This is an optimization exercise on Yosys and OpenROAD, whose aim is small area, a short achievable clock period and few clock cycles per item, not a production implementation. The RTL was checked by simulation tests, not by an equivalence proof against the original design. Power and IR drop assume default switching activity.

==> design/flow/run.sh <==
#!/bin/bash
# synth_recipe.tcl (not shown) runs the flow's synth.tcl, then flattens the netlist and writes it again
# the make line also repeats each setting of config.mk as NAME=value (left out here)
make -C /OpenROAD-flow-scripts/flow DESIGN_CONFIG=/design/flow/config.mk WORK_HOME=/design/flow/orfs CLKGATE_MAP_FILE= SYNTH_SCRIPT=/design/flow/synth_recipe.tcl finish
==> design/flow/config.mk <==
export PLATFORM = sky130hd
export DESIGN_NAME = earliest_free_server_dispatcher_unit
export DESIGN_NICKNAME = earliest_free_server_dispatcher_unit
export VERILOG_FILES = /design/flow/design.v
export SDC_FILE = /design/flow/constraint.sdc
export NUM_CORES = 4
export LEC_CHECK = 0
export CAP_MARGIN = 20
export CORE_MARGIN = 2
export CORE_UTILIZATION = 30
export SETUP_SLACK_MARGIN = 5
export SLEW_MARGIN = 20
==> design/flow/constraint.sdc <==
create_clock -name core_clock -period 10.0 [get_ports {clk_i}]
set_input_delay 2.0000 -clock core_clock [delete_from_list [all_inputs] [get_ports {clk_i}]]
set_output_delay 2.0000 -clock core_clock [all_outputs]
set_load 0.01 [all_outputs]
==> design/flow/design.v <==
package efsd_pkg;
  localparam int unsigned NUM_SERVERS_DEF = 16;
  localparam int unsigned ACTIVE_W  = 5;
  localparam int unsigned THRESH_W  = 16;
  localparam int unsigned ARRIVAL_W = 24;
  localparam int unsigned DUR_W     = 16;
  localparam int unsigned SERVER_W  = 4;
  localparam int unsigned WAIT_W    = 32;
  localparam int unsigned TOTAL_W   = 48;
  localparam int unsigned COUNT_W   = 32;
  localparam int unsigned BUSY_W    = 32;
  localparam int unsigned APB_DATA_W = 32;
  localparam int unsigned APB_ADDR_W = 3;
  localparam logic REG_ACTIVE = 1'b0;
  localparam logic REG_THRESH = 1'b1;
  localparam logic [ACTIVE_W-1:0] ACTIVE_RST = 5'd1;
  localparam logic [THRESH_W-1:0] THRESH_RST = 16'd10;
endpackage
module earliest_free_server_dispatcher_unit #(
  parameter int unsigned NUM_SERVERS = efsd_pkg::NUM_SERVERS_DEF
) (
  input  logic                              clk_i,
  input  logic                              rst_ni,
  input  logic                              req_valid,
  output logic                              req_ready,
  input  logic [efsd_pkg::ARRIVAL_W-1:0]    req_arrival_time,
  input  logic [efsd_pkg::DUR_W-1:0]        req_service_duration,
  output logic                              rsp_valid,
  input  logic                              rsp_ready,
  output logic [efsd_pkg::SERVER_W-1:0]     rsp_assigned_server,
  output logic [efsd_pkg::WAIT_W-1:0]       rsp_wait_time,
  output logic [efsd_pkg::TOTAL_W-1:0]      rsp_total_wait,
  output logic [efsd_pkg::COUNT_W-1:0]      rsp_long_wait_count,
  output logic [efsd_pkg::COUNT_W-1:0]      rsp_requests_seen,
  input  logic                              psel,
  input  logic                              penable,
  input  logic                              pwrite,
  input  logic [efsd_pkg::APB_ADDR_W-1:0]   paddr,
  input  logic [efsd_pkg::APB_DATA_W-1:0]   pwdata,
  output logic [efsd_pkg::APB_DATA_W-1:0]   prdata,
  output logic                              pready
);
  localparam int unsigned NS     = NUM_SERVERS;
  localparam int unsigned BW     = efsd_pkg::BUSY_W;
  localparam int unsigned AW     = efsd_pkg::ARRIVAL_W;
  localparam int unsigned DW     = efsd_pkg::DUR_W;
  localparam int unsigned SW     = efsd_pkg::SERVER_W;
  localparam int unsigned WW     = efsd_pkg::WAIT_W;
  localparam int unsigned TW     = efsd_pkg::TOTAL_W;
  localparam int unsigned CW     = efsd_pkg::COUNT_W;
  function automatic logic [1:0] cmp_lg(input logic [BW-1:0] x, input logic [BW-1:0] y);
    logic [BW-1:0] l;
    logic [BW-1:0] g;
    l = ~x & y;
    g = x & ~y;
    for (int w = 1; w < BW; w = w * 2) begin
      for (int k = 0; k + w < BW; k = k + 2 * w) begin
        l[k] = l[k+w] | (!g[k+w] && l[k]);
        g[k] = g[k+w] | (!l[k+w] && g[k]);
      end
    end
    cmp_lg = {l[0], g[0]};
  endfunction
  localparam int unsigned KW = BW + 3;   
  function automatic logic carry_out(input logic [KW-2:0] a, input logic [KW-2:0] b);
    logic [KW-2:0] g;
    logic [KW-2:0] p;
    g = a & b;
    p = a | b;
    for (int w = 1; w < KW - 1; w = w * 2) begin
      for (int k = 0; k + w < KW - 1; k = k + 2 * w) begin
        g[k] = g[k+w] | (p[k+w] && g[k]);
        p[k] = p[k+w] && p[k];
      end
    end
    carry_out = g[0];
  endfunction
  function automatic logic sum_lt(input logic [KW-3:0] x, input logic [KW-3:0] y,
                                  input logic [KW-3:0] z);
    logic [KW-1:0] xn;
    logic [KW-1:0] yn;
    logic [KW-1:0] zz;
    logic [KW-1:0] cs_s;
    logic [KW-1:0] cs_c;
    logic [KW-1:0] t;
    xn   = ~{2'b00, x};
    yn   = ~{2'b00, y};
    zz   = {2'b00, z};
    cs_s = zz ^ xn ^ yn;
    cs_c = (zz & xn) | (zz & yn) | (xn & yn);
    t    = {cs_c[KW-2:0], 1'b1};
    sum_lt = !(cs_s[KW-1] ^ t[KW-1] ^ carry_out(cs_s[KW-2:0], t[KW-2:0]));
  endfunction
  logic [efsd_pkg::ACTIVE_W-1:0] active_q;
  logic [efsd_pkg::THRESH_W-1:0] thresh_q;
  logic [NS-1:0]                 act_q;      
  logic                          cfg_we;
  assign pready = 1'b1;
  assign cfg_we = psel && penable && pwrite;
  always_ff @(posedge clk_i or negedge rst_ni) begin
    if (!rst_ni) begin
      active_q <= efsd_pkg::ACTIVE_RST;
      thresh_q <= efsd_pkg::THRESH_RST;
    end else if (cfg_we) begin
      unique case (paddr[2])
        efsd_pkg::REG_ACTIVE: active_q <= pwdata[efsd_pkg::ACTIVE_W-1:0];
        efsd_pkg::REG_THRESH: thresh_q <= pwdata[efsd_pkg::THRESH_W-1:0];
        default:    ;
      endcase
    end
  end
  always_comb begin
    unique case (paddr[2])
      efsd_pkg::REG_ACTIVE: prdata = {{(efsd_pkg::APB_DATA_W-efsd_pkg::ACTIVE_W){1'b0}}, active_q};
      efsd_pkg::REG_THRESH: prdata = {{(efsd_pkg::APB_DATA_W-efsd_pkg::THRESH_W){1'b0}}, thresh_q};
      default:    prdata = '0;
    endcase
  end
  always_ff @(posedge clk_i or negedge rst_ni) begin
    if (!rst_ni) begin
      act_q <= NS'(1);
    end else if (cfg_we && paddr[2] == efsd_pkg::REG_ACTIVE) begin
      for (int i = 0; i < NS; i++) begin
        act_q[i] <= (i == 0) || (int'(pwdata[efsd_pkg::ACTIVE_W-1:0]) > i);
      end
    end
  end
  logic                b_vld_q;
  logic [AW-1:0]       b_arr_q;
  logic [DW-1:0]       b_dur_q;
  logic                a_vld_q;
  logic [AW-1:0]       a_arr_q;
  logic [DW-1:0]       a_dur_q;
  logic [NS-1:0]       a_first_q;         
  logic                a_any_q;           
  logic                s_vld_q;
  logic                o_vld_q;
  logic                mv;                
  logic                proc;              
  logic                a_take;            
  logic                req_acc;
  logic [AW-1:0]       n_arr;             
  logic [DW-1:0]       n_dur;
  assign mv      = !o_vld_q || rsp_ready;
  assign proc    = a_vld_q && mv;
  assign a_take  = !a_vld_q || mv;
  assign req_ready = !b_vld_q;
  assign req_acc = req_valid && !b_vld_q;
  assign n_arr   = b_vld_q ? b_arr_q : req_arrival_time;
  assign n_dur   = b_vld_q ? b_dur_q : req_service_duration;
  always_ff @(posedge clk_i or negedge rst_ni) begin
    if (!rst_ni) begin
      b_vld_q <= 1'b0;
      a_vld_q <= 1'b0;
      s_vld_q <= 1'b0;
      o_vld_q <= 1'b0;
    end else begin
      if (a_take) begin
        a_vld_q <= b_vld_q || req_acc;
        b_vld_q <= 1'b0;
      end else if (req_acc) begin
        b_vld_q <= 1'b1;
      end
      if (mv) begin
        s_vld_q <= a_vld_q;
        o_vld_q <= s_vld_q;
      end
    end
  end
  always_ff @(posedge clk_i) begin
    if (req_acc && !a_take) begin
      b_arr_q <= req_arrival_time;
      b_dur_q <= req_service_duration;
    end
  end
  logic [BW-1:0]         busy_q [NS];
  logic [NS-1:0]         bvld_q;
  logic [NS-1:0][NS-1:0] ord_q;
  logic [NS-1:0][NS-1:0] beats;           
  logic [NS-1:0]         win_q;           
  logic [BW-1:0]         best_q;          
  logic [NS-1:0]       upd_oh;            
  logic [NS-1:0]       runner;            
  logic                take_new;          
  logic [BW-1:0]       runner_val;
  logic [NS-1:0]       pick_oh;
  logic [SW-1:0]       pick_idx;
  logic [BW-1:0]       base;
  logic [BW:0]         wsum;
  logic                ovf;
  logic [NS-1:0]       lt_raw;
  logic                n_le;
  logic [BW-1:0]       new_val;
  logic                new_zero;          
  logic [NS-1:0]       lt_v;              
  logic [NS-1:0]       pick_above;        
  logic [1:0]          f_lg [NS];
  logic [NS-1:0]       nf_rest;           
  logic [NS-1:0]       nf_pick;           
  logic [NS-1:0]       first_rest;
  logic [NS-1:0]       first_pick;
  logic [BW-1:0]       wait_val;
  always_comb begin
    pick_oh = a_any_q ? a_first_q : win_q;
    pick_idx = '0;
    for (int i = 0; i < NS; i++) begin
      if (pick_oh[i]) pick_idx = pick_idx | SW'(i);
    end
    for (int j = 0; j < NS; j++) begin
      pick_above[j] = 1'b0;
      for (int i = j + 1; i < NS; i++) begin
        if (pick_oh[i]) pick_above[j] = 1'b1;
      end
    end
    base     = a_any_q ? {{(BW-AW){1'b0}}, a_arr_q} : best_q;
    wsum     = {1'b0, base} + {{(BW+1-DW){1'b0}}, a_dur_q};
    ovf      = wsum[BW];
    new_val  = ovf ? '1 : wsum[BW-1:0];
    new_zero = (a_dur_q == '0) && (base == '0);
    for (int j = 0; j < NS; j++) begin
      lt_raw[j] = sum_lt({base, 1'b0}, {{(BW-DW){1'b0}}, a_dur_q, 1'b0},
                         {busy_q[j], pick_above[j]});
      if (bvld_q[j]) begin
        lt_v[j] = lt_raw[j] || (ovf && busy_q[j] == '1 && pick_above[j]);
      end else begin
        lt_v[j] = new_zero && pick_above[j];
      end
    end
    wait_val = a_any_q ? '0 : (best_q - {{(BW-AW){1'b0}}, a_arr_q});
    for (int i = 0; i < NS; i++) begin
      for (int j = 0; j < NS; j++) begin
        beats[i][j] = (i < j) ? ord_q[i][j] : !ord_q[j][i];
      end
    end
    upd_oh = proc ? pick_oh : '0;
    for (int i = 0; i < NS; i++) begin
      runner[i] = act_q[i] && !upd_oh[i];
      for (int j = 0; j < NS; j++) begin
        if (j != i && act_q[j] && !upd_oh[j] && !beats[i][j]) runner[i] = 1'b0;
      end
    end
    take_new = proc && (!(|runner) || (|(runner & lt_v)));
    runner_val = '0;
    for (int i = 0; i < NS; i++) begin
      if (runner[i] && bvld_q[i]) runner_val = runner_val | busy_q[i];
    end
    n_le = sum_lt({base, 1'b0}, {{(BW-DW){1'b0}}, a_dur_q, 1'b0},
                  {{(BW-AW){1'b0}}, n_arr, 1'b1});
    for (int j = 0; j < NS; j++) begin
      f_lg[j] = cmp_lg({{(BW-AW){1'b0}}, n_arr}, busy_q[j]);
      nf_rest[j] = act_q[j] && (!bvld_q[j] || !f_lg[j][1]) && !(proc && pick_oh[j]);
      nf_pick[j] = nf_rest[j] || (proc && pick_oh[j]);
    end
    for (int i = 0; i < NS; i++) begin
      first_rest[i] = nf_rest[i];
      first_pick[i] = nf_pick[i];
      for (int j = 0; j < i; j++) begin
        if (nf_rest[j]) first_rest[i] = 1'b0;
        if (nf_pick[j]) first_pick[i] = 1'b0;
      end
    end
  end
  always_ff @(posedge clk_i) begin
    if (a_take) begin
      a_arr_q   <= n_arr;
      a_dur_q   <= n_dur;
      a_first_q <= n_le ? first_pick : first_rest;
      a_any_q   <= n_le ? (|nf_pick) : (|nf_rest);
    end
  end
  always_ff @(posedge clk_i) begin
    if (proc) begin
      for (int i = 0; i < NS; i++) begin
        if (pick_oh[i]) busy_q[i] <= new_val;
      end
    end
  end
  always_ff @(posedge clk_i or negedge rst_ni) begin
    if (!rst_ni) begin
      bvld_q <= '0;
      ord_q  <= '0;
      win_q  <= NS'(1);
      best_q <= '0;
    end else begin
      win_q  <= take_new ? pick_oh : runner;
      best_q <= take_new ? new_val : runner_val;
      if (proc) begin
        bvld_q <= bvld_q | pick_oh;
        for (int i = 0; i < NS; i++) begin
          for (int j = i + 1; j < NS; j++) begin
            if (pick_oh[i]) ord_q[i][j] <= lt_v[j];
            else if (pick_oh[j]) ord_q[i][j] <= !lt_v[i];
          end
        end
      end
    end
  end
  logic [SW-1:0]       s_srv_q;
  logic [WW-1:0]       s_wait_q;
  logic [SW-1:0]       o_srv_q;
  logic [WW-1:0]       o_wait_q;
  logic [TW-1:0]       total_q;
  logic [CW-1:0]       long_q;
  logic [CW-1:0]       cnt_q;
  logic [TW:0]         total_sum;
  logic [1:0]          long_lg;
  assign long_lg   = cmp_lg(s_wait_q, {{(WW-efsd_pkg::THRESH_W){1'b0}}, thresh_q});
  assign total_sum = {1'b0, total_q} + {{(TW+1-WW){1'b0}}, s_wait_q};
  always_ff @(posedge clk_i) begin
    if (mv) begin
      s_srv_q  <= pick_idx;
      s_wait_q <= wait_val;
      o_srv_q  <= s_srv_q;
      o_wait_q <= s_wait_q;
    end
  end
  always_ff @(posedge clk_i or negedge rst_ni) begin
    if (!rst_ni) begin
      total_q <= '0;
      long_q  <= '0;
      cnt_q   <= '0;
    end else if (mv && s_vld_q) begin
      total_q <= total_sum[TW] ? '1 : total_sum[TW-1:0];
      if (long_lg[0] && long_q != '1) begin
        long_q <= long_q + CW'(1);
      end
      if (cnt_q != '1) begin
        cnt_q <= cnt_q + CW'(1);
      end
    end
  end
  assign rsp_valid           = o_vld_q;
  assign rsp_assigned_server = o_srv_q;
  assign rsp_wait_time       = o_wait_q;
  assign rsp_total_wait      = total_q;
  assign rsp_long_wait_count = long_q;
  assign rsp_requests_seen   = cnt_q;
endmodule
==> flow_metrics.py, run 1 <==
metrics = {
    "job": {
        "drv_cap": 0,
    },
    "sta": {
        "finalCriticalPeriod_ns": 5.439,
        "relSlewSlack": 0.1625,
        "fin_skew_ns": 0.05699,
        "hold_viol": 0,
        "setup_viol": 0,
        "slew_violations": 0,
        "finalSetupTns_ns": 0,
        "worst_pin_slew_ns": 1.256,
        "rsz0062_at_grt": "true",
        "fmax_ghz": 0.1838,
        "fin_crit_sh": 0.5439,
    },
    "worst_setup_path": {
        "endpoint_kind": "flop",
        "cp_cell_sequence": "buf_6, buf_12, buf_4, mux2i_4, inv_2, buf_6, ha_1, a222oi_1, a22oi_1, maj3_2, o2111ai_4, nor3_2, buf_6, or4b_4, or2_4, a31oi_4, buf_6, buf_12, mux2_4",
        "worst-r2r-setup-slack_ns": 4.56,
        "r2r-start": "a_any_q",
        "worst_path_most_repeated_cell": "buf_6",
        "r2r-end": "best_q[2]",
        "worstSetupStartpointType": "flop",
        "slowest_stage": "or4b_4",
        "cpPeakStageDelay_ns": 0.62,
        "cp.arrival_ns": 6.16,
        "cp.required_ns": 10.72,
        "crit_path_max_fanout": 11,
        "ff2ff_path_depth": 19,
        "path_class": "flop to flop",
    },
    "layout": {
        "nNetsFinal": 9077,
        "fin_util": 0.3862,
        "stdcell_area_um2": 95080,
        "drive_gt1_frac": 0.1800,
        "nFillCells": 24150,
        "seq_area_um2": 28870,
        "area_growth_pct": 27.94,
        "multi_input_area_um2": 44950,
    },
    "global_route": {
        "antenna_found_initial": 52,
        "grt_util_all_layers": 0.3611,
        "grt_pass1_wl_um": 622600,
        "overflow": 0,
        "grt_max_degree": 167,
        "grt_pass1_vias": 71970,
    },
    "synth": {
        "async_reset_ff_frac": 0.3304,
        "synth_top_cell_by_area": "edfxtp_1",
        "yosys.cell_types.count": 97,
        "synth_edf_count": 681,
        "synth_cells": 7647,
        "syn_area_um2": 74320,
        "syn-mean-instance-area_um2": 9.719,
        "synth_flop_cell": "edfxtp_1",
        "synth.area.top_cells": "edfxtp_1 (28%), dfrtp_1 (11%), fa_1 (7.4%), ha_1 (6.0%), inv_1 (3.5%)",
        "ys.warnings.count": 3,
        "yosysSeqAreaShare": 0.3884,
        "synth_top_area_frac": 0.2752,
        "synth-seq-cells": 1017,
    },
    "floorplanning": {
        "chipWidth_um": 501.7,
        "start_util": 0.3019,
        "rows": 182,
        "pin_count": 265,
        "die_y_um": 501.7,
        "die_area_um2": 251700,
        "core_um2": 246200,
    },
    "clock_tree": {
        "cts_tree": "done",
        "htreeDepth": 4,
        "cts-root-buf": "clkbuf_16",
        "postCtsHoldBufs": 0,
        "ctsLongestPathBuffers": 3,
        "worstSkewPairLatency_ns": 0.87,
        "cts_buffers": 136,
        "clk_pin_slew_worst_paths_ns": 0.06,
        "cts_sinks": 1017,
    },
    "pwr": {
        "power.density_nw_per_um2": 336.2,
        "power.leakage_nw": 37.48,
        "ir_drop_uv": 220.7,
    },
    "run_status": {
        "status": "finished clean",
    },
    "detailed_routing": {
        "vias_per_cell": 6.604,
        "antenna_left": 0,
        "post-route-drc-count": 0,
        "drt_iter0_markers": 13250,
        "wirelength_um": 472200,
        "routedWlPerCell_um": 39.95,
        "vias": 78050,
        "firstDrtPassIters": 12,
    },
    "worst_hold_path": {
        "hold_path_depth": 0,
        "hp-class": "flop to flop",
        "min_to": "o_srv_q[2]",
        "hold_start": "s_srv_q[2]",
    },
    "placement": {
        "post_dp_cell_area_um2": 82560,
        "hpwl_um": 339400,
        "place.gp.congestion": 1.098,
        "io_buffers": 229,
    },
}
-- layer usage --
| metal | wire (um) | vias up | GRT usage |
|---|---|---|---|
| met5 | 560 | - | 0 |
| met4 | 40460 | 36 | 0.2399 |
| met3 | 68880 | 1576 | 0.1475 |
| met2 | 187000 | 6399 | 0.5065 |
| met1 | 175300 | 39080 | 0.4519 |
| li1 | - | 30960 | - |
-- power by group --
part / switching [mW] / internal [mW] / leakage, nW
clock network: 2.28 / 3.02 / 2.29
registers: 1.84 / 6.20 / 10.5
logic: 11.8 / 6.78 / 24.7
-- through the flow --
| stage | hold slack (ns) | total power [mW] | setup slack [ns] | std cells |
|---|---|---|---|---|
| 6_report | 0.4016 | 31.96 | 4.561 | 11820 |
| 5_1_grt | 0.4021 | 32.75 | 4.567 | 11800 |
| 4_1_cts | 0.3979 | 30.21 | 4.592 | 11700 |
| 3_5_place_dp | 0.4079 | 23.30 | 2.187 | 11160 |
| 3_3_place_gp | 0.4022 | 23.12 | 2.201 | 11150 |
| 2_1_floorplan | 0.4003 | 15.85 | 4.236 | 7662 |
-- layout make-up --
cell class	instances	share of cell area
multi-input cells	5618	0.4727
clock buffers	165	0.03875
repair buffers	887	0.1002
clock inverters	87	0.01119
diodes	26	0.0006843
well taps	3312	0.04358
inverters	707	0.02931
flip-flops and latches	1017	0.3036
-- critical path, delay by kind of cell, from the launching register on --
| kind | cells | cell delay, ns |
|---|---|---|
| DFF | 1 | 0.42 |
| adders and majority gates | 2 | 0.75 |
| AOI/OAI and AO/OA | 4 | 1.06 |
| muxes | 2 | 0.51 |
| buffers and inverters | 8 | 1.44 |
| and+or+nand+nor | 3 | 1.03 |
-- cell usage after synthesis, types with 62 or more instances --
| master | n |
|---|---|
| nor2b_1 | 66 |
| nor2_1 | 492 |
| a31oi_1 | 150 |
| xnor2_1 | 62 |
| a22oi_1 | 244 |
| mux2i_1 | 67 |
| nand2b_1 | 86 |
| maj3_1 | 74 |
| a21oi_1 | 438 |
| mux2_2 | 98 |
| a22o_1 | 68 |
| o31ai_1 | 99 |
| a211oi_1 | 98 |
| fa_1 | 274 |
| xor2_1 | 67 |
| a221oi_1 | 81 |
| nor4_1 | 115 |
| o211ai_1 | 88 |
| ha_1 | 354 |
| dfrtp_1 | 332 |
| clkbuf_1 | 239 |
| o22ai_1 | 227 |
| edfxtp_1 | 681 |
| nand3_1 | 203 |
| inv_1 | 699 |
| nand2_1 | 516 |
| nor3_1 | 158 |
| o21ai_0 | 375 |
| nand4_1 | 181 |
| a222oi_1 | 105 |
-- registers in the layout, summed over array words and instances, names as in the netlist, 24 cells and up --
signal,count
b_arr_q,24
a_arr_q,24
beats,120
busy_q,512
s_wait_q,32
long_q,32
best_q,32
o_wait_q,32
cnt_q,32
total_q,48
-- cells in the final DEF, fill, tap and decap left out, types with 191 or more instances in the layout --
cell	count
nand2_1	498
nand3_1	191
a22oi_1	240
o22ai_1	220
edfxtp_1	681
dfrtp_1	330
o21ai_0	344
ha_1	352
buf_4	454
inv_1	656
clkdlybuf4s50_1	198
nor2_1	471
a21oi_1	416
fa_1	264
-- logic make-up (layout without fill, tap and decap cells) --
family,Yosys count,in the layout,share of synthesized area
adders and majority gates,702,702,0.1434
other,2,43,0.0001011
muxes,177,179,0.02628
buffers and inverters,1031,1846,0.05401
xor gates and xnor gates,129,129,0.01520
AOI/OAI and AO/OA,2505,2507,0.2339
and+or+nand+nor,2084,2084,0.1388
DFF,1017,1017,0.3884
-- timing repair --
| action | in CTS | in global routing |
|---|---|---|
| endpoints found under the setup margin | 710 | 298 |
| pin swaps | 105 | 139 |
| buffers inserted | 259 | 86 |
| cloned | 31 | 7 |
| gates resized for setup | 577 | 277 |
| endpoints found under the hold margin | 0 | 0 |
-- how the worst max path moves through the flow --
stage / startpoint / end
6_report: a_any_q / best_q[2]
5_1_grt: a_any_q / best_q[5]
4_1_cts: a_any_q / best_q[5]
3_5_place_dp: rsp_ready / best_q[2]
3_3_place_gp: rsp_ready / best_q[4]
2_1_floorplan: a_any_q / best_q[21]
Testbench counts, summed over its fixed seeds: cycles 3,296, items 3,200.
==> run 2: changes to the inputs <==
--- a/design/flow/config.mk
+++ b/design/flow/config.mk
@@ -8,5 +8,5 @@
 export CAP_MARGIN = 20
 export CORE_MARGIN = 2
 export CORE_UTILIZATION = 30
-export SETUP_SLACK_MARGIN = 5
+export SETUP_SLACK_MARGIN = 4.6
 export SLEW_MARGIN = 20
==> flow_metrics.py, run 2 <==
metrics = {
    "clock_tree": {
        "cts-root-buf": "clkbuf_16",
        "cts_sinks": 1017,
        "worstSkewPairLatency_ns": 0.87,
        "cts_tree": "done",
        "ctsLongestPathBuffers": 3,
        "htreeDepth": 4,
        "clk_pin_slew_worst_paths_ns": 0.06,
        "cts_buffers": 135,
    },
    "pwr": {
        "power.leakage_nw": 36.09,
        "power.total_mw": 30.85,
        "power.density_nw_per_um2": 335.5,
        "ir_drop_uv": 264.6,
    },
    "floorplanning": {
        "chipWidth_um": 501.7,
        "start_util": 0.3019,
        "die_area_um2": 251700,
        "core_um2": 246200,
        "die_y_um": 501.7,
        "rows": 182,
        "pin_count": 265,
    },
    "layout": {
        "fin_util": 0.3735,
        "largest_reg_flops": 512,
        "final_cell_mix": "edfxtp_1 (681), inv_1 (656), nand2_1 (506)",
        "drive_gt1_frac": 0.1528,
        "area_growth_pct": 23.71,
        "stdcell_area_um2": 91940,
        "regMostFlops": "busy_q",
        "final_common_cell": "edfxtp_1",
        "nNetsFinal": 8972,
    },
    "synth": {
        "synth_edf_count": 681,
        "synth.area.top_cells": "edfxtp_1 (28%), dfrtp_1 (11%), fa_1 (7.4%), ha_1 (6.0%), inv_1 (3.5%)",
        "synthTopCellsByCount": "inv_1 (699), edfxtp_1 (681), nand2_1 (516)",
        "async_reset_ff_frac": 0.3304,
        "yosys.area_share.simple": 0.1388,
        "yosysSeqAreaShare": 0.3884,
        "synth_flop_cell": "edfxtp_1",
        "yosysMostFrequentCell": "inv_1",
        "synth_top_family_by_area": "compound AO/OA/AOI/OAI gates",
        "syn_area_um2": 74320,
        "synthAdderAreaFrac": 0.1434,
        "synth_top_area_frac": 0.2752,
        "ys.warnings.count": 3,
        "synth_xor_area_frac": 0.01520,
        "synth_top_cell_by_area": "edfxtp_1",
        "synth_compound_area_frac": 0.2339,
        "yosys.cell_types.count": 97,
        "syn-mean-instance-area_um2": 9.719,
        "synth-seq-cells": 1017,
        "synth_cells": 7647,
        "yosys-mux-area-fraction": 0.02628,
    },
    "worst_setup_path": {
        "endpoint_kind": "flop",
        "ff2ff_path_depth": 18,
        "worstSetupStartpointType": "flop",
        "cp.arrival_ns": 6.40,
        "crit_path_max_fanout": 16,
        "path_class": "flop to flop",
        "cp.required_ns": 10.74,
    },
    "global_route": {
        "use_met1": 0.4566,
        "grt_pass1_wl_um": 614500,
        "met3_usage": 0.1316,
        "grt_max_degree": 133,
        "gr-usage-met2": 0.4952,
        "overflow": 0,
        "grt_pass1_vias": 70260,
        "antenna_found_initial": 44,
        "grt_util_all_layers": 0.3572,
        "top_usage_layer": "met2",
    },
    "sta": {
        "worst_pin_slew_ns": 1.252,
        "setup_viol": 0,
        "finalSetupTns_ns": 0,
        "fin_skew_ns": 0.05003,
        "fmax_ghz": 0.1765,
        "rsz0062_at_grt": "true",
        "finalCriticalPeriod_ns": 5.664,
        "fin_crit_sh": 0.5664,
        "hold_viol": 0,
        "relSlewSlack": 0.1489,
        "slew_violations": 0,
    },
    "job": {
        "drv_cap": 0,
    },
    "placement": {
        "post_dp_cell_area_um2": 82560,
        "place.gp.congestion": 1.077,
        "io_buffers": 229,
        "hpwl_um": 342100,
    },
    "detailed_routing": {
        "vias": 76730,
        "wirelength_um": 469500,
        "post-route-drc-count": 0,
        "routedWlPerCell_um": 40.13,
        "drt_iter0_markers": 13130,
        "vias_per_cell": 6.558,
        "antenna_left": 0,
        "firstDrtPassIters": 12,
    },
    "run_status": {
        "status": "finished clean",
    },
    "worst_hold_path": {
        "hp-class": "flop to flop",
        "hold_path_depth": 0,
    },
}
## run 2: final timing paths
check	start	end	slack, ns
setup / recovery	a_any_q	best_q[22]	4.34
hold / removal	s_srv_q[1]	o_srv_q[1]	0.42
setup reg to reg	a_any_q	best_q[22]	4.34
hold reg to reg	s_srv_q[1]	o_srv_q[1]	0.42
max in group asynchronous	rst_ni	b_vld_q	7.34
min in group asynchronous	rst_ni	cnt_q[20]	1.17
## run 2: area by class of cell
class	count	area, um^2
flip-flops and latches	1017	28870
diodes	16	40.04
clock inverters	76	927.1
inverters	707	2796
clock buffers	170	3622
multi-input cells	5619	43790
repair buffers	782	7756
fillers	24330	154200
well taps	3312	4144
## run 2: metrics by stage
step | hold WS, ns | setup slack, ns | cells
2_1_floorplan | 0.4003 | 4.236 | 7662
4_1_cts | 0.4210 | 4.415 | 11550
3_5_place_dp | 0.4054 | 1.946 | 11160
3_3_place_gp | 0.4004 | 2.013 | 11160
6_report | 0.4196 | 4.336 | 11700
5_1_grt | 0.4285 | 4.404 | 11690
## run 2: cells by family after synthesis
kind of cell / count (synthesis)
buffers and inverters: 1031
other: 2
adders and majority gates: 702
and+or+nand+nor: 2084
AOI/OAI and AO/OA: 2505
xor gates and xnor gates: 129
muxes: 177
DFF: 1017
## run 2: critical path, stage by stage, from the launching register on
cell	delay (ns)
edfxtp_1	0.38
buf_6	0.17
buf_6	0.14
buf_12	0.14
buf_4	0.14
mux2i_4	0.37
buf_12	0.32
fa_1	0.52
nand2_1	0.50
o2111ai_1	0.21
buf_4	0.27
a21oi_4	0.32
o221ai_2	0.36
a2111o_1	0.56
nor4_4	0.22
a31oi_4	0.17
buf_12	0.20
buf_16	0.16
mux2_4	0.30
## run 2: report_power, final
group	total, mW	switching (mW)	leakage (nW)	internal (mW)
registers	8.03	1.83	10.5	6.20
clock network	5.19	2.26	2.22	2.93
logic	17.6	11.5	23.4	6.14
## run 2: what timing repair did
action | CTS | global route
endpoints found under the hold margin | 0 | 0
gates resized for setup | 268 | 248
buffers inserted | 129 | 121
pin swaps | 35 | 80
cloned | 10 | 13
setup endpoints to repair | 702 | 154
hold buffers | 0 | 0
## run 2: per-layer routing
layer  vias up  part of all wire
li1      30710                 -
met1     38360              0.38
met2      6203              0.39
met3      1432              0.14
met4        22             0.087
met5         -           0.00067
==> run 3: changes to the inputs <==
--- a/design/flow/config.mk
+++ b/design/flow/config.mk
@@ -6,7 +6,11 @@
 export NUM_CORES = 4
 export LEC_CHECK = 0
 export CAP_MARGIN = 20
+export CELL_PAD_IN_SITES_DETAIL_PLACEMENT = 1
+export CELL_PAD_IN_SITES_GLOBAL_PLACEMENT = 2
 export CORE_MARGIN = 2
-export CORE_UTILIZATION = 30
-export SETUP_SLACK_MARGIN = 4.6
+export CORE_UTILIZATION = 25
+export GPL_ROUTABILITY_DRIVEN = 1
+export PLACE_DENSITY = 0.45
+export SETUP_SLACK_MARGIN = 5
 export SLEW_MARGIN = 20
==> flow_metrics.py, run 3 <==
metrics = {
    "pwr": {
        "switching_share": 0.5093,
        "power.leakage_nw": 37.55,
        "pwr-share-clk": 0.173,
        "power.density_nw_per_um2": 342.8,
        "switchingPower_mw": 16.79,
        "seqPwrFrac": 0.248,
        "combPwrFrac": 0.580,
        "p_int_mw": 16.18,
        "ir_drop_uv": 216.2,
    },
    "detailed_routing": {
        "antenna_left": 0,
        "firstDrtPassIters": 10,
        "vias": 76340,
        "drt_iter0_markers": 9842,
        "post-route-drc-count": 0,
        "routedWlPerCell_um": 43.82,
        "wirelength_um": 547400,
        "vias_per_cell": 6.111,
    },
    "clock_tree": {
        "clk_pin_slew_worst_paths_ns": 0.06,
        "postCtsHoldBufs": 0,
        "htreeDepth": 4,
        "cts-root-buf": "clkbuf_16",
        "cts_tree": "done",
        "ctsLongestPathBuffers": 4,
        "cts_sinks": 1017,
        "cts_buffers": 152,
        "worstSkewPairLatency_ns": 0.89,
    },
    "sta": {
        "finalSetupTns_ns": 0,
        "fin_skew_ns": 0.04690,
        "worst_pin_slew_ns": 1.262,
        "slew_violations": 0,
        "rsz0062_at_grt": "true",
        "fmax_ghz": 0.1731,
        "fin_crit_sh": 0.5779,
        "finalCriticalPeriod_ns": 5.779,
        "relSlewSlack": 0.1590,
        "postLayoutSetupSlackWorst_ns": 4.221,
        "setup_viol": 0,
        "hold_viol": 0,
    },
    "synth": {
        "synth.area.top_cells": "edfxtp_1 (28%), dfrtp_1 (11%), fa_1 (7.4%), ha_1 (6.0%), inv_1 (3.5%)",
        "syn_area_um2": 74320,
        "synth_top_area_frac": 0.2752,
        "synth-seq-cells": 1017,
        "synth_flop_cell": "edfxtp_1",
        "ys.warnings.count": 3,
        "yosysSeqAreaShare": 0.3884,
        "syn-mean-instance-area_um2": 9.719,
        "yosys.cell_types.count": 97,
        "synthTopCellsByCount": "inv_1 (699), edfxtp_1 (681), nand2_1 (516)",
        "yosysMostFrequentCell": "inv_1",
        "synth_top_cell_by_area": "edfxtp_1",
        "synth_edf_count": 681,
        "async_reset_ff_frac": 0.3304,
        "synth_cells": 7647,
    },
    "worst_setup_path": {
        "ff2ff_path_depth": 21,
        "crit_path_max_fanout": 48,
        "slowest_stage": "a222oi_1",
        "worstSetupStartpointType": "input port",
        "cp.arrival_ns": 6.54,
        "cp.required_ns": 10.76,
        "cpPeakStageDelay_ns": 1.11,
        "path_class": "input port to flop",
        "endpoint_kind": "flop",
        "cp_cell_sequence": "clkdlybuf4s50_1, nor2b_4, buf_12, inv_16, a31oi_4, buf_12, a222oi_1, o2111ai_1, nor4_1, buf_4, and2_4, buf_8, a222oi_1, nand3_1, a211o_1, mux2_2",
    },
    "global_route": {
        "antenna_found_initial": 57,
        "grt_max_degree": 97,
        "grt_pass1_wl_um": 714800,
        "grt_util_all_layers": 0.3525,
        "overflow": 0,
        "grt_pass1_vias": 74730,
    },
    "worst_hold_path": {
        "hp-class": "flop to flop",
        "hold_path_depth": 0,
    },
    "floorplanning": {
        "core_um2": 296300,
        "chipWidth_um": 549.2,
        "die_area_um2": 301700,
        "rows": 200,
        "start_util": 0.2508,
        "die_y_um": 549.2,
        "pin_count": 265,
    },
    "layout": {
        "stdcell_area_um2": 96190,
        "multi_input_area_um2": 44880,
        "area_growth_pct": 29.43,
        "drive_gt1_frac": 0.1821,
        "nFillCells": 32870,
        "largest_reg_flops": 512,
        "final_cell_mix": "edfxtp_1 (681), inv_1 (652), nand2_1 (490)",
        "nNetsFinal": 9114,
        "final_common_cell": "edfxtp_1",
        "seq_area_um2": 28870,
        "regMostFlops": "busy_q",
    },
    "placement": {
        "place_ws_ns": 1.977,
        "place.gp.congestion": 0.9959,
        "hpwl_um": 400900,
        "io_buffers": 229,
        "post_dp_cell_area_um2": 83820,
    },
    "run_status": {
        "status": "finished clean",
    },
    "job": {
        "drv_cap": 0,
    },
}
-- run 3: cell types whose count changed in the layout (fill, tap and decap cells not counted), sizes merged, moves of 2 or more --
cell	delta
clkinv	-6
mux2i	-3
nor2	+2
dlygate4sd2	+21
clkbuf	+17
inv	+3
diode	+13
clkdlybuf4s15	+5
bufbuf	+18
bufinv	+2
buf	+122
clkdlybuf4s50	-23
dlymetal6s2s	-6
-- run 3: per-layer routing --
| metal | GRT usage | wire, um | up-vias |
|---|---|---|---|
| met5 | 0 | 184 | - |
| met2 | 0.5361 | 236000 | 3965 |
| met3 | 0.06905 | 47510 | 816 |
| met1 | 0.4804 | 233600 | 40520 |
| li1 | - | - | 31020 |
| met4 | 0.1617 | 30100 | 28 |
-- run 3: kinds of logic (layout without fill, tap and decap cells) --
family,after synthesis,count (layout),synth area share
other cells,2,46,0.0001011
buf+inv,1031,1888,0.05401
fa+ha+maj,702,702,0.1434
xor+xnor,129,129,0.01520
mux,177,177,0.02628
flops,1017,1017,0.3884
compound gates,2505,2506,0.2339
simple gates,2084,2088,0.1388
-- run 3: through the flow --
step	hold WS, ns	instances	power, mW	util
2_1_floorplan	0.4003	7662	15.85	-
3_3_place_gp	0.4033	11810	24.44	0.2827
3_5_place_dp	0.4090	11810	24.63	0.2829
4_1_cts	0.4222	12400	32.16	0.3197
5_1_grt	0.4248	12480	34.09	0.3246
6_report	0.4213	12490	32.97	0.3247
-- run 3: cell type report --
cell class	count	share of cell area
Inverter	707	0.02893
Tap cell	3939	0.05124
Timing Repair Buffer	907	0.1006
Clock inverter	75	0.008520
Clock buffer	199	0.04330
Antenna cell	29	0.0007544
Sequential cell	1017	0.3001
Multi-Input combinational cell	5619	0.4666
-- run 3: worst max-delay path: cells and delay by family --
family / cells / cell delay, ns
buffers and inverters: 6 / 1.36
AOI/OAI and AO/OA: 5 / 2.06
and+or+nand+nor: 4 / 0.71
muxes: 1 / 0.29
-- run 3: power groups by stage --
stage	Combinational (mW)	Clock [mW]	Sequential [mW]
global route	20.0	5.91	8.19
floorplan	8.79	0	7.06
global placement	16.3	0	8.17
detailed placement	16.5	0	8.16
finish	19.1	5.69	8.16
CTS	18.3	5.80	8.10
-- run 3: path summary, 6_finish.rpt --
path | startpoint | to | slack [ns]
hold / removal | s_srv_q[3] | o_srv_q[3] | 0.42
setup / recovery | rsp_ready | best_q[4] | 4.22
setup reg to reg | a_any_q | best_q[17] | 4.24
hold reg to reg | s_srv_q[3] | o_srv_q[3] | 0.42
max in group asynchronous | rst_ni | win_q[6] | 7.00
min in group asynchronous | rst_ni | long_q[10] | 1.09
-- run 3: what timing repair did --
action                                  in CTS  in global routing
gates resized for setup                    640                171
buffers inserted                           275                 64
pin swaps                                  128                 81
endpoints found under the setup margin     722                344
cloned                                      32                  3
endpoints found under the hold margin        0                  0
==> run 4: changes to the inputs <==
--- a/design/flow/design.v
+++ b/design/flow/design.v
@@ -133,7 +133,6 @@
   logic [DW-1:0]       a_dur_q;
   logic [NS-1:0]       a_first_q;         
   logic                a_any_q;           
-  logic                s_vld_q;
   logic                o_vld_q;
   logic                mv;                
   logic                proc;              
@@ -152,7 +151,6 @@
     if (!rst_ni) begin
       b_vld_q <= 1'b0;
       a_vld_q <= 1'b0;
-      s_vld_q <= 1'b0;
       o_vld_q <= 1'b0;
     end else begin
       if (a_take) begin
@@ -162,8 +160,7 @@
         b_vld_q <= 1'b1;
       end
       if (mv) begin
-        s_vld_q <= a_vld_q;
-        o_vld_q <= s_vld_q;
+        o_vld_q <= a_vld_q;
       end
     end
   end
@@ -295,23 +292,33 @@
       end
     end
   end
-  logic [SW-1:0]       s_srv_q;
-  logic [WW-1:0]       s_wait_q;
   logic [SW-1:0]       o_srv_q;
   logic [WW-1:0]       o_wait_q;
   logic [TW-1:0]       total_q;
   logic [CW-1:0]       long_q;
   logic [CW-1:0]       cnt_q;
-  logic [TW:0]         total_sum;
+  logic [TW:0]         t_x;               
+  logic [TW:0]         t_y;
+  logic [TW:0]         t_z;
+  logic [TW:0]         t_s;
+  logic [TW:0]         t_c;
+  logic [TW:0]         total_sum;         
+  logic [AW:0]         arr_thr;           
   logic [1:0]          long_lg;
-  assign long_lg   = cmp_lg(s_wait_q, {{(WW-efsd_pkg::THRESH_W){1'b0}}, thresh_q});
-  assign total_sum = {1'b0, total_q} + {{(TW+1-WW){1'b0}}, s_wait_q};
+  always_comb begin
+    t_x = {1'b0, total_q};
+    t_y = a_any_q ? '0 : {{(TW+1-BW){1'b0}}, best_q};
+    t_z = a_any_q ? '1 : ~{{(TW+1-AW){1'b0}}, a_arr_q};
+    t_s = t_x ^ t_y ^ t_z;
+    t_c = (t_x & t_y) | (t_x & t_z) | (t_y & t_z);
+    total_sum = t_s + {t_c[TW-1:0], 1'b1};
+  end
+  assign arr_thr = {1'b0, a_arr_q} + {{(AW+1-efsd_pkg::THRESH_W){1'b0}}, thresh_q};
+  assign long_lg = cmp_lg(best_q, {{(BW-AW-1){1'b0}}, arr_thr});
   always_ff @(posedge clk_i) begin
-    if (mv) begin
-      s_srv_q  <= pick_idx;
-      s_wait_q <= wait_val;
-      o_srv_q  <= s_srv_q;
-      o_wait_q <= s_wait_q;
+    if (proc) begin
+      o_srv_q  <= pick_idx;
+      o_wait_q <= wait_val;
     end
   end
   always_ff @(posedge clk_i or negedge rst_ni) begin
@@ -319,9 +326,9 @@
       total_q <= '0;
       long_q  <= '0;
       cnt_q   <= '0;
-    end else if (mv && s_vld_q) begin
+    end else if (proc) begin
       total_q <= total_sum[TW] ? '1 : total_sum[TW-1:0];
-      if (long_lg[0] && long_q != '1) begin
+      if (!a_any_q && long_lg[0] && long_q != '1) begin
         long_q <= long_q + CW'(1);
       end
       if (cnt_q != '1) begin
==> design/flow/config.mk (replaced) <==
export PLATFORM = sky130hd
export DESIGN_NAME = earliest_free_server_dispatcher_unit
export DESIGN_NICKNAME = earliest_free_server_dispatcher_unit
export VERILOG_FILES = /design/flow/design.v
export SDC_FILE = /design/flow/constraint.sdc
export NUM_CORES = 4
export LEC_CHECK = 0
export CAP_MARGIN = 20
export CORE_MARGIN = 2
export CORE_UTILIZATION = 30
export SETUP_SLACK_MARGIN = 5
export SLEW_MARGIN = 20
==> flow_metrics.py, run 4 <==
metrics = {
    "placement": {
        "dp_cells": 11380,
        "place_ws_ns": 1.688,
        "hpwl_um": 342900,
        "io_buffers": 229,
        "place.gp.congestion": 1.071,
    },
    "worst_setup_path": {
        "cp_cell_sequence": "clkdlybuf4s15_2, nor2b_4, buf_4, o31ai_2, buf_4, o2bb2ai_1, a221oi_1, o2111ai_1, nor4_4, buf_4, buf_4, and2_1, buf_4, a222oi_1, nand3_2, a211o_1, mux2_4",
        "slowest_stage": "a222oi_1",
        "path_delay_family": "compound AO/OA/AOI/OAI gates",
        "endpoint_kind": "flop",
        "r2r-end": "best_q[15]",
        "cp.arrival_ns": 6.64,
        "worst-r2r-setup-slack_ns": 4.09,
        "r2r-start": "a_any_q",
        "worstSetupStartpointType": "input port",
        "path_buf_inv": 6,
        "cpPeakStageDelay_ns": 1.11,
        "worst_path_most_repeated_cell": "buf_4",
        "path_class": "input port to flop",
        "cp.required_ns": 10.73,
        "ff2ff_path_depth": 18,
        "crit_path_max_fanout": 32,
    },
    "layout": {
        "final_cell_mix": "inv_1 (755), edfxtp_1 (645), nand2_1 (513)",
        "stdcell_count": 11950,
        "drive_gt1_frac": 0.1611,
        "area_growth_pct": 25.17,
        "nNetsFinal": 9270,
        "fin_util": 0.3777,
        "final_common_cell": "inv_1",
        "regMostFlops": "busy_q",
        "largest_reg_flops": 512,
    },
    "sta": {
        "fin_crit_sh": 0.5914,
        "relSlewSlack": 0.1541,
        "worst_pin_slew_ns": 1.257,
        "finalCriticalPeriod_ns": 5.914,
        "slew_violations": 0,
        "fmax_ghz": 0.1691,
        "hold_viol": 0,
        "rsz0062_at_grt": "true",
        "postLayoutSetupSlackWorst_ns": 4.086,
        "finalSetupTns_ns": 0,
        "fin_skew_ns": 0.02630,
        "setup_viol": 0,
    },
    "floorplanning": {
        "core_um2": 248900,
        "rows": 183,
        "die_area_um2": 254400,
        "chipWidth_um": 504.4,
        "start_util": 0.3018,
        "die_y_um": 504.4,
        "pin_count": 265,
    },
    "synth": {
        "synth_cells": 7854,
        "synth_flop_cell": "edfxtp_1",
        "yosysMostFrequentCell": "inv_1",
        "synth.area.top_cells": "edfxtp_1 (26%), dfrtp_1 (11%), fa_1 (8.0%), ha_1 (6.5%), inv_1 (4.0%)",
        "syn-mean-instance-area_um2": 9.563,
        "synthTopCellsByCount": "inv_1 (797), edfxtp_1 (645), nand2_1 (528)",
        "async_reset_ff_frac": 0.3418,
        "synth_top_area_frac": 0.2579,
        "synth_edf_count": 645,
        "syn_area_um2": 75110,
        "yosys.cell_types.count": 101,
        "ys.warnings.count": 3,
        "synth_top_cell_by_area": "edfxtp_1",
        "synth-seq-cells": 980,
        "yosysSeqAreaShare": 0.3696,
    },
    "worst_hold_path": {
        "hold_path_depth": 2,
        "min_to": "active_q[0]",
        "hold_start": "active_q[0]",
        "hp-class": "flop to flop",
    },
    "pwr": {
        "power.leakage_nw": 37.75,
        "power.density_nw_per_um2": 332.8,
        "ir_drop_uv": 379.6,
    },
    "clock_tree": {
        "worstSkewPairLatency_ns": 0.86,
        "cts_tree": "done",
        "cts-root-buf": "clkbuf_16",
        "postCtsHoldBufs": 0,
        "clk_pin_slew_worst_paths_ns": 0.06,
        "cts_buffers": 139,
        "cts_sinks": 980,
        "htreeDepth": 4,
        "ctsLongestPathBuffers": 3,
    },
    "detailed_routing": {
        "firstDrtPassIters": 10,
        "drt_iter0_markers": 11980,
        "vias": 77120,
        "antenna_left": 0,
        "vias_per_cell": 6.453,
        "routedWlPerCell_um": 38.97,
        "post-route-drc-count": 0,
        "wirelength_um": 465700,
    },
    "job": {
        "drv_cap": 0,
    },
    "global_route": {
        "grt_pass1_vias": 71760,
        "antenna_found_initial": 36,
        "grt_pass1_wl_um": 619000,
        "overflow": 0,
        "grt_util_all_layers": 0.3525,
        "grt_max_degree": 128,
    },
    "run_status": {
        "status": "finished clean",
    },
}
## run 4: cell count changes after synthesis, sizes merged, moves of 30 or more
| cell | previous run | this run |
|---|---|---|
| inv | 700 | 797 |
| edfxtp | 681 | 645 |
| a2bb2oi | 24 | 71 |
| maj3 | 74 | 123 |
| o21ai | 377 | 431 |
| a31oi | 150 | 120 |
| nor3 | 158 | 112 |
| xnor2 | 62 | 100 |
| ha | 354 | 393 |
| a21oi | 438 | 484 |
## run 4: how the worst max path moves through the flow
stage                              start         end  slack, ns  cells past startpoint
floorplan           req_arrival_time[13]     a_any_q       4.12                     20
global placement               rsp_ready   best_q[3]       1.65                     15
detailed placement             rsp_ready   best_q[3]       1.69                     15
CTS                              a_any_q  best_q[11]       4.41                     21
global route                     a_any_q   best_q[3]       4.18                     22
finish                         rsp_ready  best_q[15]       4.09                     17
## run 4: tightest hold or removal path: cells and delay by family, from the launching register on
kind	cells	cell delay [ns]
DFF	1	0.36
and+or+nand+nor	2	0.11
## run 4: logic make-up after synthesis
kind of cell | after synthesis | synth area share
buffers and inverters | 1138 | 0.05929
AO/OA/AOI/OAI | 2588 | 0.2378
flip-flops | 980 | 0.3696
other | 2 | 0.00009999
multiplexers | 140 | 0.02026
XOR/XNOR | 169 | 0.01971
adder cells (fa/ha/maj) | 815 | 0.1616
AND/OR/NAND/NOR | 2022 | 0.1317
## run 4: report_power, final
part           internal [mW]  leakage (nW)  switching [mW]  total [mW]
clock network           3.03          2.30            2.25        5.27
registers               5.81          9.98            1.53        7.34
logic                   7.02          25.5            11.6        18.7
## run 4: final cells by class
type                       instances  area, um^2
timing repair buffer             815        8343
sequential                       980       27760
fill                           24700      154900
antenna                           13       32.53
clock buffer                     184        3884
clock inverter                    69       828.3
inverter                         804        3119
tap                             3330        4167
multi-input combinational       5756       45880
## run 4: per-stage QoR
stage,hold slack [ns],area (um^2),total power [mW]
after floorplan,0.4375,76070,16.16
after global placement,0.4560,83460,22.88
after detailed placement,0.4607,83510,22.97
after CTS,0.4702,92880,30.06
after global routing,0.4916,93990,32.34
final,0.4710,94010,31.29
## run 4: layer usage
| metal | wire length [um] | track usage | up-vias |
|---|---|---|---|
| met3 | 62320 | 0.1205 | 1090 |
| met2 | 187100 | 0.5001 | 5727 |
| met5 | 87 | 0 | - |
| met1 | 185300 | 0.4700 | 39040 |
| met4 | 30930 | 0.1849 | 14 |
| li1 | - | - | 31260 |
## run 4: repair_timing
item,CTS,global route
pin swaps,111,74
gates resized for setup,523,149
setup buffers,225,50
setup endpoints to repair,826,370
cloned,24,2
Testbench counts of run 4, summed over its fixed seeds: cycles 3,264, items 3,200.

-- port drivers added, routing unchanged --
In the flow no input, the clock included, has a driving cell. The finished layouts below were timed again as built, in two steps. Step 1, drivers: a clkbuf_16 drives clk_i and a buf_2 each remaining input, both assumed. Step 2 also shifts input and output timing later by t, the mid clock arrival at the registers, as if the neighbouring blocks saw the same clock. Three values: ideal ports, drivers, drivers and shift; two values: the first two.
run | t, ns | setup WS [ns] | worst hold slack (ns)
run 1 | 0.938 | 4.561 / 4.561 / 3.739 | 0.402 / 0.402 / 0.402
run 2 | 0.937 | 4.336 / 4.336 / 3.543 | 0.420 / 0.420 / 0.420
run 3 | 0.976 | 4.221 / 4.239 / 3.311 | 0.421 / 0.421 / 0.421
run 4 | 0.954 | 4.086 / 4.093 / 3.172 | 0.471 / 0.471 / 0.471
After both steps setup and hold are still met in every run listed. The setup slack of run 4, which loses most, moves by +0.007 ns with the drivers and by -0.914 ns with both steps.
